Background: an optimization exercise with open tools, aiming at small area and a short achievable clock period. Do not read the settings as production practice.
The RTL was checked by simulation tests, not by an equivalence proof against the original design.

==> flow/design.v, too long to show whole: its modules and the start of the top module <==
// module priority_scan_encoder: 1175 lines
module priority_scan_encoder #(
    parameter int WIDTH     = 256,
    parameter int IDXW      = $clog2(WIDTH),
    parameter bit MSB_FIRST = 1'b1
) (
    input  logic              clk,
    input  logic              rst_n,
    input  logic              in_valid,
    output logic              in_ready,
    input  logic [WIDTH-1:0]  in_vec,
    input  logic              abort,
    output logic              out_valid,
    input  logic              out_ready,
    output logic [IDXW-1:0]   out_index,
    output logic              out_last,
    output logic [IDXW:0]     out_remaining,
    output logic              zero_pulse
);
  // ...
==> flow/run.sh <==
#!/bin/bash
# synth_recipe.tcl (not shown) runs the flow's synth.tcl, then flattens the netlist and writes it again
# the make line also repeats each setting of config.mk as NAME=value (left out here)
make -C /OpenROAD-flow-scripts/flow DESIGN_CONFIG=/design/flow/config.mk WORK_HOME=/design/flow/orfs CLKGATE_MAP_FILE= SYNTH_SCRIPT=/design/flow/synth_recipe.tcl finish
==> flow/config.mk <==
export PLATFORM = sky130hd
export DESIGN_NAME = priority_scan_encoder
export DESIGN_NICKNAME = priority_scan_encoder
export VERILOG_FILES = /design/flow/design.v
export SDC_FILE = /design/flow/constraint.sdc
export NUM_CORES = 4
export LEC_CHECK = 0
export CAP_MARGIN = 20
export CORE_MARGIN = 2
export CORE_UTILIZATION = 35
export SETUP_SLACK_MARGIN = 4.5
export SLEW_MARGIN = 20
export TNS_END_PERCENT = 100
==> flow/constraint.sdc <==
create_clock -name core_clock -period 10.0 [get_ports {clk}]
set_input_delay 2.0000 -clock core_clock [delete_from_list [all_inputs] [get_ports {clk}]]
set_output_delay 2.0000 -clock core_clock [all_outputs]
set_load 0.01 [all_outputs]
==> flow_summary.ini, run 1 <==
[status]
status = complete, no violations

[clock_network]
tritoncts = yes
hold_buffers = 0
cts_buffers = 40
clock-root-buffer = clkbuf_16

[layout]
largest_cell_class = multi-input combinational cells
final_area_sq_mm = 0.0352
final_util = 0.494
clock_area_frac = 0.0390
largest_registers = pend x256, cq x30, cur x9
final_nets = 3529

[yosys]
seq_area_frac_synth = 0.352
synthMuxAreaShare = 0.00135
yosysTopAreaCell = edfxtp_1
synth_common_cells = inv_1, edfxtp_1, fa_1

[critical_path]
crit_cells = 13
cp-endpoint = out_remaining[8]
slowest_stage = fa_2
critical_path_class = reg2out
reg2reg_slack_ps = 5740

[timing]
worst_pin_slew_ps = 1170
hold_viol_final = 0
slew_headroom = 0.217

[hold_path]
hold_path.startpoint = cq[28]$_SDFFE_PN0P_

[route]
via_per_inst = 6.03
routed.top_layer = met5
wl_met3_um = 13100

[global_routing]
grt_pass1_vias = 23429
antenna_found_initial = 7
busiest_layer = met2
use_met3 = 0.0791

[die]
start_util = 0.352

[place]
port_buffers = 281

[flow_run]
max_cap_violations = 0
==> run 2: changes to the inputs <==
--- a/flow/design.v
+++ b/flow/design.v
@@ -16,17 +16,16 @@
     output logic [IDXW:0]     out_remaining,
     output logic              zero_pulse
 );
     localparam int NCUT = 30;
     logic             alive;       
     logic             busy;        
     logic             zp;          
     logic [WIDTH-1:0] pend;        
-    logic [IDXW:0]    cur;         
     logic [NCUT-1:0]  cq;          
     logic ps_1;
     logic ps_2;
     logic ps_3;
     logic ps_4;
     logic ps_5;
     logic ps_6;
     logic ps_7;
@@ -1067,50 +1066,62 @@
     end
     assign total    = p0 ^ {gk[4][IDXW-1:0], 1'b0};
     assign total_m1 = total - 1'b1;
     localparam logic [IDXW:0] ONE = (IDXW+1)'(1);
     logic last;
     assign last = ((sum_a ^ sum_b ^ ONE) ==
                    {((sum_a[IDXW-1:0] & sum_b[IDXW-1:0]) |
                      ((sum_a[IDXW-1:0] | sum_b[IDXW-1:0]) & ~ONE[IDXW-1:0])), 1'b0});
-    logic [15:0] g_lt, g_eq, k_lt;
-    always_comb begin
-        for (int g = 0; g < 16; g++) begin
-            g_lt[g] = cur[IDXW] || (4'(g) < cur[7:4]);
-            g_eq[g] = !cur[IDXW] && (4'(g) == cur[7:4]);
-            k_lt[g] = (4'(g) < cur[3:0]);
+    logic [3:0]  c_grp;
+    logic [15:0] g_lt;
+    logic [15:0] c_bits;
+    function automatic logic [4:0] pe16(input logic [15:0] v);
+        logic [7:0] a1; logic       i1 [0:7];
+        logic [3:0] a2; logic [1:0] i2 [0:3];
+        logic [1:0] a3; logic [2:0] i3 [0:1];
+        for (int i = 0; i < 8; i++) begin
+            a1[i] = v[2*i+1] | v[2*i];
+            i1[i] = v[2*i+1];
         end
-    end
-    logic [WIDTH-1:0] cand;
-    logic [15:0]      g_any;
-    logic [3:0]       g_idx [0:15];
-    always_comb begin
-        for (int g = 0; g < 16; g++) begin
-            for (int k = 0; k < 16; k++)
-                cand[16*g+k] = pend[16*g+k] && (g_lt[g] || (g_eq[g] && k_lt[k]));
-            g_any[g] = |cand[16*g +: 16];
-            g_idx[g] = '0;
-            for (int k = 0; k < 16; k++) if (cand[16*g+k]) g_idx[g] = 4'(k);
+        for (int i = 0; i < 4; i++) begin
+            a2[i] = a1[2*i+1] | a1[2*i];
+            i2[i] = a1[2*i+1] ? {1'b1, i1[2*i+1]} : {1'b0, i1[2*i]};
         end
-    end
-    logic [15:0] g_win;
-    logic [3:0]  win_hi, win_lo;
+        for (int i = 0; i < 2; i++) begin
+            a3[i] = a2[2*i+1] | a2[2*i];
+            i3[i] = a2[2*i+1] ? {1'b1, i2[2*i+1]} : {1'b0, i2[2*i]};
+        end
+        pe16 = {a3[1] | a3[0], a3[1] ? {1'b1, i3[1]} : {1'b0, i3[0]}};
+    endfunction
+    logic [15:0] g_any;           
+    logic [3:0]  g_idx [0:15];    
     always_comb begin
-        win_hi = '0;
-        win_lo = '0;
         for (int g = 0; g < 16; g++) begin
-            g_win[g] = g_any[g];
-            for (int h = g + 1; h < 16; h++) if (g_any[h]) g_win[g] = 1'b0;
-            if (g_any[g]) win_hi = 4'(g);
-            win_lo = win_lo | (g_idx[g] & {4{g_win[g]}});
+            logic [4:0] r;
+            r = pe16(pend[16*g +: 16]);
+            g_any[g] = r[4];
+            g_idx[g] = r[3:0];
         end
     end
+    logic [4:0]      c_pe, g_pe;
     logic [IDXW-1:0] win;
-    assign win = {win_hi, win_lo};
+    logic [3:0]      win_hi, win_lo;
+    assign c_pe   = pe16(c_bits);
+    assign g_pe   = pe16(g_any & g_lt);
+    assign win_hi = c_pe[4] ? c_grp : g_pe[3:0];
+    assign win_lo = c_pe[4] ? c_pe[3:0] : g_idx[g_pe[3:0]];
+    assign win    = {win_hi, win_lo};
+    logic [15:0] c_bits_nxt, g_lt_nxt;
+    always_comb begin
+        logic [15:0] grp;
+        grp = pend[16*win_hi +: 16];
+        for (int k = 0; k < 16; k++) c_bits_nxt[k] = grp[k] && (4'(k) < win_lo);
+        for (int g = 0; g < 16; g++) g_lt_nxt[g] = (4'(g) < win_hi);
+    end
     wire accept  = in_valid && alive && !busy && !abort;
     wire deliver = busy && out_ready && !abort;
     wire nonzero = |in_vec;
     always_ff @(posedge clk or negedge rst_n) begin
         if (!rst_n) begin
             alive <= 1'b0;
             busy  <= 1'b0;
             zp    <= 1'b0;
@@ -1120,55 +1131,60 @@
             if (accept)
                 busy <= nonzero;
             else if (busy && abort)
                 busy <= 1'b0;
             else if (deliver && last)
                 busy <= 1'b0;
         end
     end
+    logic [IDXW:0]   total_nxt;
+    assign total_nxt = deliver ? total_m1 : total;
     logic [NCUT-1:0] cq_nxt;
-    assign cq_nxt[0] = total_m1[0];
-    assign cq_nxt[1] = 1'b0;
-    assign cq_nxt[2] = total_m1[1];
-    assign cq_nxt[3] = 1'b0;
-    assign cq_nxt[4] = 1'b0;
-    assign cq_nxt[5] = total_m1[2];
-    assign cq_nxt[6] = 1'b0;
-    assign cq_nxt[7] = 1'b0;
-    assign cq_nxt[8] = 1'b0;
-    assign cq_nxt[9] = 1'b0;
-    assign cq_nxt[10] = 1'b0;
-    assign cq_nxt[11] = total_m1[3];
-    assign cq_nxt[12] = 1'b0;
-    assign cq_nxt[13] = 1'b0;
-    assign cq_nxt[14] = 1'b0;
-    assign cq_nxt[15] = 1'b0;
-    assign cq_nxt[16] = 1'b0;
-    assign cq_nxt[17] = 1'b0;
-    assign cq_nxt[18] = 1'b0;
-    assign cq_nxt[19] = total_m1[4];
-    assign cq_nxt[20] = 1'b0;
-    assign cq_nxt[21] = 1'b0;
-    assign cq_nxt[22] = 1'b0;
-    assign cq_nxt[23] = 1'b0;
-    assign cq_nxt[24] = 1'b0;
-    assign cq_nxt[25] = total_m1[5];
-    assign cq_nxt[26] = 1'b0;
-    assign cq_nxt[27] = total_m1[6];
-    assign cq_nxt[28] = total_m1[7];
-    assign cq_nxt[29] = total_m1[8];
+    assign cq_nxt[0] = busy ? total_nxt[0] : cd[0];
+    assign cq_nxt[1] = !busy && cd[1];
+    assign cq_nxt[2] = busy ? total_nxt[1] : cd[2];
+    assign cq_nxt[3] = !busy && cd[3];
+    assign cq_nxt[4] = !busy && cd[4];
+    assign cq_nxt[5] = busy ? total_nxt[2] : cd[5];
+    assign cq_nxt[6] = !busy && cd[6];
+    assign cq_nxt[7] = !busy && cd[7];
+    assign cq_nxt[8] = !busy && cd[8];
+    assign cq_nxt[9] = !busy && cd[9];
+    assign cq_nxt[10] = !busy && cd[10];
+    assign cq_nxt[11] = busy ? total_nxt[3] : cd[11];
+    assign cq_nxt[12] = !busy && cd[12];
+    assign cq_nxt[13] = !busy && cd[13];
+    assign cq_nxt[14] = !busy && cd[14];
+    assign cq_nxt[15] = !busy && cd[15];
+    assign cq_nxt[16] = !busy && cd[16];
+    assign cq_nxt[17] = !busy && cd[17];
+    assign cq_nxt[18] = !busy && cd[18];
+    assign cq_nxt[19] = busy ? total_nxt[4] : cd[19];
+    assign cq_nxt[20] = !busy && cd[20];
+    assign cq_nxt[21] = !busy && cd[21];
+    assign cq_nxt[22] = !busy && cd[22];
+    assign cq_nxt[23] = !busy && cd[23];
+    assign cq_nxt[24] = !busy && cd[24];
+    assign cq_nxt[25] = busy ? total_nxt[5] : cd[25];
+    assign cq_nxt[26] = !busy && cd[26];
+    assign cq_nxt[27] = busy ? total_nxt[6] : cd[27];
+    assign cq_nxt[28] = busy ? total_nxt[7] : cd[28];
+    assign cq_nxt[29] = busy ? total_nxt[8] : cd[29];
+    always_ff @(posedge clk) cq <= cq_nxt;
     always_ff @(posedge clk) begin
         if (!busy) begin
             pend <= in_vec;
-            cur  <= (IDXW+1)'(WIDTH);
-            cq   <= cd;
+            c_grp  <= '0;
+            g_lt   <= '1;
+            c_bits <= '0;
         end else if (deliver) begin
-            cur  <= {1'b0, win};
-            cq   <= cq_nxt;
+            c_grp  <= win_hi;
+            g_lt   <= g_lt_nxt;
+            c_bits <= c_bits_nxt;
         end
     end
     assign in_ready      = alive && !busy;
     assign out_valid     = busy;
     assign out_index     = win;
     assign out_last      = busy && last;
     assign out_remaining = busy ? total : '0;
     assign zero_pulse    = zp;
==> flow/flow/run.sh (new file) <==
#!/bin/bash
# The standard layout (standard.sh) with two changes:
#  * synthesis: yosys's synth runs with -noabc, so the early quick abc pass
#    does not restructure the popcount tree before full adders are extracted
#    (fewer inverters around the adder cells); everything else in the
#    synthesis script is unchanged, the final abc mapping included.
#  * port buffers are buf_2 cells (BUFFER_PORTS_ARGS) instead of the delay
#    cells the resizer picks by default.
set -euo pipefail
export SYNTH_ARGS=-noabc
export BUFFER_PORTS_ARGS="-inputs -outputs -buffer_cell sky130_fd_sc_hd__buf_2"
bash standard.sh > standard_flow.log 2>&1
==> flow/standard.sh (new file) <==
#!/bin/bash
# synth_recipe.tcl (not shown) runs the flow's synth.tcl, then flattens the netlist and writes it again
# the make line also repeats each setting of config.mk as NAME=value (left out here)
make -C /OpenROAD-flow-scripts/flow DESIGN_CONFIG=/design/flow/config.mk WORK_HOME=/design/flow/orfs CLKGATE_MAP_FILE= SYNTH_SCRIPT=/design/flow/synth_recipe.tcl "${@:-finish}"
==> flow/config.mk (replaced) <==
export PLATFORM = sky130hd
export DESIGN_NAME = priority_scan_encoder
export DESIGN_NICKNAME = priority_scan_encoder
export VERILOG_FILES = /design/flow/design.v
export SDC_FILE = /design/flow/constraint.sdc
export NUM_CORES = 4
export LEC_CHECK = 0
export CAP_MARGIN = 20
export CORE_MARGIN = 2
export CORE_UTILIZATION = 35
export SETUP_SLACK_MARGIN = 4.7
export SLEW_MARGIN = 20
export TNS_END_PERCENT = 100
removed: flow/run.sh
==> flow_summary.ini, run 2 <==
[critical_path]
critPathCaptureType = output pin
ff2ff_path_depth = 14
cp_data_arrival_time_ps = 4380
worstReg2RegStart = pend[226]$_DFFE_PN_
critical_path_class = reg2out
crit_fanout = 4
start_kind = register
reg2reg_slack_ps = 4710
r2r_end = c_bits[6]$_SDFFE_PN0P_
required_ps = 8000

[global_routing]
grt_pass1_vias = 18832
overflow = 0
grt_pass1_wl_um = 146000
grt_max_degree = 82
grt_use_total = 0.331
antenna_found_initial = 6

[yosys]
yosys.area_share.simple = 0.158
synthTopCellsByArea = edfxtp_1, fa_1, dfxtp_1, ha_1, nand2_1
synth-adder-area-share = 0.256
synthArstFlopShare = 0.00929
synth_compound_area_frac = 0.0985
synth.net_count = 2453
synth_top_area_frac = 0.351
yosysMostFrequentCell = edfxtp_1
yosysTopAreaCell = edfxtp_1
synth_top_family_by_area = adder cells
synthMuxAreaShare = 0.0334
avgSynthCellArea_sq_um = 11.6
yosys_warnings = 58
synthCells = 1893
synth_edf_count = 256
synth_xor_area_frac = 0.00680
syn_area_sq_mm = 0.0219
synth-seq-cells = 323
synth_cell_types = 77
seq_area_frac_synth = 0.413
synth_common_cells = edfxtp_1, fa_1, nand2_1
synth_ff_type = edfxtp_1

[timing]
finalSetupViolCount = 0
worst_pin_slew_ps = 1300
hold_viol_final = 0
fin_skew_ps = 11.6
slew_violations = 0
fin_setup_tns_ps = 0
timing.hold.ws_ps = 472
finalCritPeriodShare = 0.638
layout_min_cycle_time_ps = 6380
slew_headroom = 0.122
fin_ws_ps = 3620
rsz0062_at_grt = true
max_clock_freq_ghz = 0.157

[clock_network]
clock-root-buffer = clkbuf_16
cts_buffers = 39
tritoncts = yes
hold_buffers = 0
clock_path_buffers = 3
path_clk_slew_ps = 60
cts.sink_count = 323
cts-htree-levels = 2
clkLatencyLatePin_ps = 570

[die]
core.rowCount = 91
die_w_um = 254
die_h_um = 254
start_util = 0.354
core-area_sq_mm = 0.0618
die_area_sq_mm = 0.0646
io-pin-count = 282

[route]
drcViolationCount = 0
dr_total_vias = 19064
firstDrtPassIters = 6
via_per_inst = 6.05
wl_per_cell_um = 33.8
antenna_left = 0
drt-initial-drc-count = 2676
wl_um = 106000

[hold_path]
hold_path.startpoint = c_grp[3]$_SDFFE_PN0P_
min_path_type = reg2reg
whs_path_depth = 2
hold_path_end = c_grp[3]$_SDFFE_PN0P_

[layout]
regMostFlops = pend
largest_reg_flops = 256
final_common_cell = buf_2
final_area_sq_mm = 0.0275
largest_registers = pend x256, cq x30
area_growth_pct = 25.6
final_nets = 2843
drive_gt1_frac = 0.269
layout_common_cells = buf_2, edfxtp_1, fa_1
final_util = 0.445
layout.cells.non_filler = 3150

[status]
status = complete, no violations

[place]
routabilityCongestion = 1.07
dpl-instance-area_sq_mm = 0.0244
dp_slack_ps = 3050
dp.final_hpwl_um = 86600
dp.cells = 2983
port_buffers = 281

[flow_run]
max_cap_violations = 0
-- run 2: cell count changes after synthesis, sizes merged, moves of 36 or more --
cell and delta:
nand3 +63, inv -271, buf -62, nor2 +53
nor4 +37, dfxtp +52, o21ai -127, nor3 -36
-- run 2: repair_timing --
item	4_1_cts	5_1_grt
resized for setup	118	67
cloned	2	1
endpoints found under the setup margin	30	26
pin swaps	29	35
buffers inserted	61	32
-- run 2: layout make-up --
class	instances	area [sq um]
Multi-Input combinational cell	1378	13100
Inverter	140	564
Timing Repair Buffer	399	2440
Clock inverter	19	223
Sequential cell	323	9040
Tap cell	837	1050
Antenna cell	1	2.50
Timing Repair inverter	2	17.5
Fill cell	5762	34300
Clock buffer	51	1100
-- run 2: how the worst max path moves through the flow --
stage          slack, ps  depth (start not counted)            to                start
6_report            3620                         12  out_index[1]  pend[226]$_DFFE_PN_
3_3_place_gp        2940                         11  out_index[0]   pend[60]$_DFFE_PN_
2_1_floorplan       4590                          9      out_last       cq[16]$_DFF_P_
4_1_cts             3630                         12      out_last       cq[16]$_DFF_P_
3_5_place_dp        3050                         11  out_index[0]   pend[61]$_DFFE_PN_
5_1_grt             3500                         12  out_index[1]  pend[226]$_DFFE_PN_
-- run 2: layer usage --
| metal | part of all wire | wire [um] | track usage |
|---|---|---|---|
| met2 | 0.44 | 47300 | 0.504 |
| met1 | 0.39 | 41200 | 0.446 |
| met5 | 0.00024 | 26 | 0 |
| met3 | 0.10 | 11000 | 0.0693 |
| met4 | 0.065 | 6860 | 0.175 |
-- run 2: logic make-up (layout without fill, tap and decap cells) --
| logic type | after synthesis | in the layout |
|---|---|---|
| AO/OA/AOI/OAI | 317 | 317 |
| XOR/XNOR | 17 | 17 |
| adder cells (fa/ha/maj) | 299 | 299 |
| buffers and inverters | 192 | 611 |
| flip-flops | 323 | 323 |
| multiplexers | 52 | 52 |
| other | 1 | 2 |
| AND/OR/NAND/NOR | 692 | 692 |
-- run 2: critical path, cell delays in order (launching register included) --
cell and delay [ps]:
edfxtp_1 430, or4_4 580, o41a_1 500, or4_4 580, nor2_4 170, mux2i_4 300, buf_12 160, mux2i_4 300
o22ai_1 130, o41ai_2 290, buf_4 210, inv_2 50, buf_2 130

-- what the ideal ports hide --
Ports are ideal in the flow. The routed layouts listed here were re-timed in OpenROAD.
Step 1 assumes that a clkbuf_16 drives the clock port and a buf_2 every other input.
Step 2 also shifts input and output timing later by t, the mid clock arrival at the registers, as if the neighbouring blocks saw the same clock.
Slacks: ideal ports / drivers / drivers and shift; pairs: ideal ports / drivers.
run	shift t [ns]	setup slack, ns	hold slack, ns
run 1	0.654	3.672 / 3.607 / 3.739	0.522 / 0.522 / 0.522
run 2	0.621	3.616 / 3.554 / 4.172	0.472 / 0.472 / 0.472
After both steps every run listed still meets setup and hold.
